This design comes from an exercise in tuning for small area on the open sky130 flow, not from production work. In this exercise RTL edits were held to simulation tests only and were not proved equivalent to the original. Power is estimated from default activity; no workload was simulated.

## yarrow
==> flow/design.v <==
module legv8_datapath_hs (
   input  logic        clk,
   input  logic        rst,
   input  logic        cw_valid,
   output logic        cw_ready,
   input  logic [26:0] cw,
   input  logic [31:0] k,
   output logic        mem_req,
   output logic        mem_we,
   output logic [12:0] mem_addr,
   output logic [31:0] mem_wdata,
   input  logic [31:0] mem_rdata,
   input  logic        mem_ack,
   output logic [31:0] pc,
   output logic [4:0]  status,
   output logic        busy,
   output logic        err_timeout,
   input  logic [3:0]  dbg_sel,
   output logic [31:0] dbg_data
);
   logic        st_exec, st_mem;       
   logic [26:0] cw_reg;
   logic [5:0]  cw_rst;                
   logic [20:0] cw_nrst;               
   logic [31:0] k_reg;
   logic [31:0] pc_reg;
   logic [3:0]  flags_reg;
   logic        err_reg;
   logic [7:0]  wait_cnt;
   logic [31:0] rf [15];
   logic [14:0] rf_valid;
   logic [3:0] da, sa, sb;
   logic [4:0] fs;
   logic       bsel, asel, reg_write, mem_rd, mem_wr, status_load;
   logic [1:0] wb_sel, ps;
   assign cw_reg      = {cw_nrst[20:9], cw_rst, cw_nrst[8:0]};
   assign da          = cw_reg[26:23];
   assign sa          = cw_reg[22:19];
   assign sb          = cw_reg[18:15];
   assign fs          = cw_reg[14:10];
   assign bsel        = cw_reg[9];
   assign asel        = cw_reg[8];
   assign reg_write   = cw_reg[7];
   assign mem_rd      = cw_reg[6];
   assign mem_wr      = cw_reg[5];
   assign status_load = cw_reg[4];
   assign wb_sel      = cw_reg[3:2];
   assign ps          = cw_reg[1:0];
   logic [14:0] sel_a, sel_b, sel_d;
   always_comb begin
      for (int i = 0; i < 15; i++) begin
         sel_a[i] = rf_valid[i] && (sa == 4'(i));
         sel_b[i] = rf_valid[i] && (sb == 4'(i));
         sel_d[i] = rf_valid[i] && (dbg_sel == 4'(i));
      end
   end
   function automatic logic [31:0] rd_port(input logic [14:0] sel,
                                           input logic [15*32-1:0] flat);
      logic [31:0] v;
      v = '0;
      for (int i = 0; i < 15; i++) v = v | (flat[32*i +: 32] & {32{sel[i]}});
      rd_port = v;
   endfunction
   logic [15*32-1:0] rf_flat;
   always_comb for (int i = 0; i < 15; i++) rf_flat[32*i +: 32] = rf[i];
   logic [31:0] a_val, b_val;
   assign a_val    = rd_port(sel_a, rf_flat);
   assign b_val    = rd_port(sel_b, rf_flat);
   assign dbg_data = rd_port(sel_d, rf_flat);
   logic [31:0] a_in, b_mux, b_in, sum, alu_res, wb_data;
   logic        alu_c, alu_v, alu_z;
   assign a_in  = fs[1] ? ~a_val : a_val;
   assign b_mux = bsel ? k_reg : b_val;
   assign b_in  = fs[0] ? ~b_mux : b_mux;
   function automatic logic [32:0] ripple(input logic [31:0] a, input logic [31:0] b,
                                          input logic cin);
      logic [32:0] r;
      logic        c;
      c = cin;
      for (int i = 0; i < 32; i++) begin
         r[i] = a[i] ^ b[i] ^ c;
         c    = (a[i] & b[i]) | (c & (a[i] ^ b[i]));
      end
      r[32] = c;
      ripple = r;
   endfunction
   logic [32:0] sum_lo, sum_ext;
   logic [12:0] sum_hi;
   logic        c31;
   assign sum_lo  = ripple({12'd0, a_in[19:0]}, {12'd0, b_in[19:0]}, fs[0]);
   assign sum_hi  = {1'b0, a_in[31:20]} + {1'b0, b_in[31:20]} + 13'(sum_lo[20]);
   assign sum_ext = {sum_hi, sum_lo[19:0]};
   assign sum     = sum_ext[31:0];
   assign c31     = sum_ext[31] ^ a_in[31] ^ b_in[31];
   logic        shr;
   logic [31:0] sh_out, sh_rev;
   assign shr = fs[2];
   legv8_shifter u_shift (.a(a_in), .shr(shr), .n(b_mux[5:0]), .y(sh_out));
   always_comb for (int i = 0; i < 32; i++) sh_rev[i] = sh_out[31-i];
   logic [31:0] z_kill;
   logic        z_add;
   assign z_kill = (a_in ^ b_in) ^ {a_in[30:0] | b_in[30:0], fs[0]};
   assign z_add  = (z_kill == '0);
   logic [31:0] other_res;
   always_comb begin
      case (fs[4:2])
         3'd0: other_res = a_in & b_in;
         3'd1: other_res = a_in | b_in;
         3'd3: other_res = a_in ^ b_in;
         3'd4: other_res = sh_out;
         3'd5: other_res = sh_rev;
         3'd6: other_res = b_mux;
         default: other_res = '0;
      endcase
   end
   logic is_add;
   assign is_add  = (fs[4:2] == 3'd2);
   assign alu_res = is_add ? sum : other_res;
   assign alu_c   = is_add & sum_ext[32];
   assign alu_v   = is_add & (sum_ext[32] ^ c31);
   assign alu_z   = is_add ? z_add : (other_res == '0);
   logic [31:0] pc_plus4, pc_branch, pc_next;
   logic [32:0] br_ext;
   assign pc_plus4  = {pc_reg[31:2] + 30'd1, pc_reg[1:0]};
   assign br_ext    = ripple({pc_reg[31:2], 2'b00}, {k_reg[29:0], 2'b00}, 1'b0);
   assign pc_branch = {br_ext[31:2], pc_reg[1:0]};
   always_comb begin
      case (wb_sel)
         2'b00:   wb_data = alu_res;
         2'b01:   wb_data = mem_rdata;
         2'b10:   wb_data = b_val;
         default: wb_data = pc_plus4;
      endcase
   end
   logic mem_op, accept, commit, timeout_hit, idle;
   assign idle        = !st_exec && !st_mem;
   assign mem_op      = mem_rd | mem_wr;
   assign cw_ready    = idle || (st_exec && !mem_op);
   assign accept      = cw_valid && cw_ready;
   assign commit      = (st_exec && !mem_op) || (st_mem && mem_ack);
   assign timeout_hit = (wait_cnt == 8'd254);
   logic [14:0] we_row;
   always_comb
      for (int i = 0; i < 15; i++)
         we_row[i] = commit && reg_write && (da == 4'(i));
   always_ff @(posedge clk) begin
      for (int i = 0; i < 15; i++)
         if (we_row[i]) rf[i] <= wb_data;
   end
   always_ff @(posedge clk or posedge rst) begin
      if (rst) rf_valid <= '0;
      else     rf_valid <= rf_valid | we_row;
   end
   always_ff @(posedge clk or posedge rst) begin
      if (rst) begin
         cw_rst <= '0;
      end else if (accept) begin
         cw_rst <= cw[14:9];
      end
   end
   always_ff @(posedge clk) begin
      if (accept) begin
         cw_nrst <= {cw[26:15], cw[8:0]};
         k_reg         <= k;
      end
   end
   always_comb begin
      case (ps)
         2'b01:   pc_next = pc_plus4;
         2'b10:   pc_next = asel ? k_reg : a_val;
         2'b11:   pc_next = pc_branch;
         default: pc_next = pc_reg;
      endcase
   end
   always_ff @(posedge clk or posedge rst) begin
      if (rst) begin
         st_exec   <= 1'b0;
         st_mem    <= 1'b0;
         pc_reg    <= '0;
         flags_reg <= '0;
         err_reg   <= 1'b0;
      end else begin
         if (commit) begin
            if (status_load) flags_reg <= {alu_v, alu_c, alu_res[31], alu_z};
            pc_reg <= pc_next;
         end
         if (st_mem && !mem_ack && timeout_hit) err_reg <= 1'b1;
         st_exec <= accept;
         st_mem  <= (st_exec && mem_op) || (st_mem && !mem_ack && !timeout_hit);
      end
   end
   always_ff @(posedge clk) begin
      if (st_mem) wait_cnt <= wait_cnt + 8'd1;
      else        wait_cnt <= '0;
   end
   assign mem_req     = st_mem;
   assign mem_we      = mem_wr;
   assign mem_addr    = alu_res[12:0];
   assign mem_wdata   = b_val;
   assign pc          = pc_reg;
   assign status      = {flags_reg, alu_z};
   assign busy        = st_exec || st_mem;
   assign err_timeout = err_reg;
endmodule
module legv8_shifter (
   input  logic [31:0] a,
   input  logic        shr,
   input  logic [5:0]  n,
   output logic [31:0] y
);
   logic [31:0] t0, t1, t2, t3, t4, t5;
   always_comb for (int i = 0; i < 32; i++) t0[i] = shr ? a[31-i] : a[i];
   assign t1 = n[0] ? {t0[30:0], 1'b0}  : t0;
   assign t2 = n[1] ? {t1[29:0], 2'b0}  : t1;
   assign t3 = n[2] ? {t2[27:0], 4'b0}  : t2;
   assign t4 = n[3] ? {t3[23:0], 8'b0}  : t3;
   assign t5 = n[4] ? {t4[15:0], 16'b0} : t4;
   assign y  = n[5] ? 32'd0 : t5;
endmodule
Settings: LEC_CHECK=0, ABC_CLOCK_PERIOD_IN_PS=8000, CAP_MARGIN=5, CORE_MARGIN=2, CORE_UTILIZATION=45, SETUP_SLACK_MARGIN=0.2, SLEW_MARGIN=5, SYNTH_HIERARCHICAL=1, SYNTH_MINIMUM_KEEP_SIZE=0; clock period 16.0 ns.
standard.sh (not shown) runs the stock make flow with config.mk's settings and CLKGATE_MAP_FILE= SYNTH_SCRIPT=/design/flow/synth_recipe.tcl, a recipe that flattens the netlist after the stock synthesis.
==> flow/flow/run.sh <==
#!/bin/bash
# Standard ORFS layout (the standard.sh, standard synthesis unchanged) with
# two area-oriented knobs that ORFS reads from the environment:
#  - port buffers are the smallest buffer (every port still gets one);
#  - CTS clusters up to 30 sinks per leaf buffer and adds no dummy balancing loads.
# ORFS writes each step's full log under orfs/logs/; make's own output goes to
# standard.log here.
set -euo pipefail
export BUFFER_PORTS_ARGS="-buffer_cell sky130_fd_sc_hd__buf_1"
export CTS_ARGS="-sink_clustering_enable -repair_clock_nets -dont_use_dummy_load -sink_clustering_size 30 -sink_clustering_max_diameter 100"
bash standard.sh > standard.log 2>&1
The inputs of sierra differ from those of yarrow as listed below.
# yarrow
export LEC_CHECK = 0
export ABC_CLOCK_PERIOD_IN_PS = 8000
export CAP_MARGIN = 5
export CORE_MARGIN = 2
export CORE_UTILIZATION = 45
export SETUP_SLACK_MARGIN = 0.2
export SLEW_MARGIN = 5
export SYNTH_HIERARCHICAL = 1
export SYNTH_MINIMUM_KEEP_SIZE = 0
create_clock -name core_clock -period 16.0 [get_ports {clk}]
# sierra
export LEC_CHECK = 0
export ABC_CLOCK_PERIOD_IN_PS = 8000
export CAP_MARGIN = 20
export CORE_MARGIN = 2
export CORE_UTILIZATION = 45
export SETUP_SLACK_MARGIN = 0.2
export SLEW_MARGIN = 20
export SYNTH_HIERARCHICAL = 1
export SYNTH_MINIMUM_KEEP_SIZE = 0
create_clock -name core_clock -period 16.0 [get_ports {clk}]
==> flow/flow/run.sh <==
#!/bin/bash
# Standard ORFS layout (the standard.sh, standard synthesis unchanged) with
# two area-oriented knobs that ORFS reads from the environment:
#  - port buffers are the smallest buffer (every port still gets one);
#  - CTS adds no dummy balancing loads.
# ORFS writes each step's full log under orfs/logs/; make's own output goes to
# standard.log here.
set -euo pipefail
export BUFFER_PORTS_ARGS="-buffer_cell sky130_fd_sc_hd__buf_1"
export CTS_ARGS="-sink_clustering_enable -repair_clock_nets -dont_use_dummy_load"
bash standard.sh > standard.log 2>&1
Findings:
Going from yarrow to sierra, final-stage net count grew slightly.
Of yarrow and sierra, the higher combinational group share of total power belongs to yarrow.
Going from yarrow to sierra, average via count per standard cell now smaller, power after layout now larger, antenna cell count now smaller, largest driver fanout on the critical path comparable.
Status: pin count of the biggest net entering global routing parity (sierra, yarrow)
Changes observed in sierra relative to yarrow: total wire length increased by 0.39% relative to the old numbers, number of search-and-repair iterations in the first detailed-routing pass decreased by 1 relative to the old numbers, count of clock-buffer cells in the layout increased by 35 relative to the old numbers.
Net load switching power grows by a few percent when moving from yarrow to sierra.
Input changes introduced in willow (baseline for comparison: sierra):
--- a/flow/flow/run.sh
+++ b/flow/flow/run.sh
@@ -4,3 +4,3 @@
 #  - port buffers are the smallest buffer (every port still gets one);
-#  - CTS adds no dummy balancing loads.
+#  - CTS clusters up to 30 sinks per leaf buffer and adds no dummy balancing loads.
 # ORFS writes each step's full log under orfs/logs/; make's own output goes to
@@ -9,3 +9,3 @@
 export BUFFER_PORTS_ARGS="-buffer_cell sky130_fd_sc_hd__buf_1"
-export CTS_ARGS="-sink_clustering_enable -repair_clock_nets -dont_use_dummy_load"
+export CTS_ARGS="-sink_clustering_enable -repair_clock_nets -dont_use_dummy_load -sink_clustering_size 30 -sink_clustering_max_diameter 100"
 bash standard.sh > standard.log 2>&1
Notes after the runs:
The register-to-register setup slack of willow and that of sierra are within noise of each other. willow vs sierra, relative max-transition margin went down by 1.1 points. [compare] base=sierra new=willow: met3 wire length went down by about 1.7%, global-route wire length before repair lost about 0.46%, combinational power share went up, overall power shows a reduction of 0.47 mW. willow does better than sierra on violation count after the first detailed-routing iteration. sierra → willow: sequential share of layout area went up, worst hold slack across all endpoints went up, wire length after detailed routing went down. sierra -> willow: total power per unit cell area decreased by a few percent.
Input-level comparison between maple and willow:
# willow
export LEC_CHECK = 0
export ABC_CLOCK_PERIOD_IN_PS = 8000
export CAP_MARGIN = 20
export CORE_MARGIN = 2
export CORE_UTILIZATION = 45
export SETUP_SLACK_MARGIN = 0.2
export SLEW_MARGIN = 20
export SYNTH_HIERARCHICAL = 1
export SYNTH_MINIMUM_KEEP_SIZE = 0
create_clock -name core_clock -period 16.0 [get_ports {clk}]
# maple
export LEC_CHECK = 0
export ABC_CLOCK_PERIOD_IN_PS = 8000
export CAP_MARGIN = 5
export CORE_MARGIN = 2
export CORE_UTILIZATION = 50
export SETUP_SLACK_MARGIN = 0.2
export SLEW_MARGIN = 5
export SYNTH_HIERARCHICAL = 1
export SYNTH_MINIMUM_KEEP_SIZE = 0
create_clock -name core_clock -period 16.0 [get_ports {clk}]
[summary]
- Changes observed in maple relative to willow: count of clock-buffer cells in the layout fell 6; total design power saw a decrease; highest net fanout along the worst path lower.
- Min portion of the clock cycle consumed by the worst path in the final layout across willow and maple: willow
- On relative area change from synthesis to final layout: between willow and maple, it ends up higher for willow.
- Taking willow as the reference, in maple number of cells on the worst hold path climbed 1; H-tree depth has decreased.
- The area after detailed placement in maple sits 0.62% below the value recorded for willow.

## re-timing with driven ports
How much do the figures lean on ideal ports? The routed layouts below were timed once more, with nothing changed but the port constraints.
Step 1: set_driving_cell puts a clkbuf_16 on clk and a buf_2 on each other input, an assumption about the parent block.
Step 2 times the ports against the registers' clock, not the clock port: input delays grow and output delays shrink by t, the midpoint of the rising clock arrivals with the driver on.
Three values: ideal, step 1, step 2; two values: the first two.
run | t, ns | slack for setup (ns) | slew at the worst register clock pin (ns) | worst slew at a driven data input, ns | pins driven straight from the clock port
yarrow | 0.649 | 1.424 / 1.424 / 1.424 | 0.12 / 0.12 | 0.14 | 1
sierra | 0.678 | 1.399 / 1.399 / 1.399 | 0.07 / 0.07 | 0.14 | 1
willow | 0.649 | 1.413 / 1.413 / 1.413 | 0.11 / 0.11 | 0.13 | 1
maple | 0.714 | 1.382 / 1.382 / 1.382 | 0.12 / 0.12 | 0.11 | 1
After both steps every run listed still meets setup and hold.
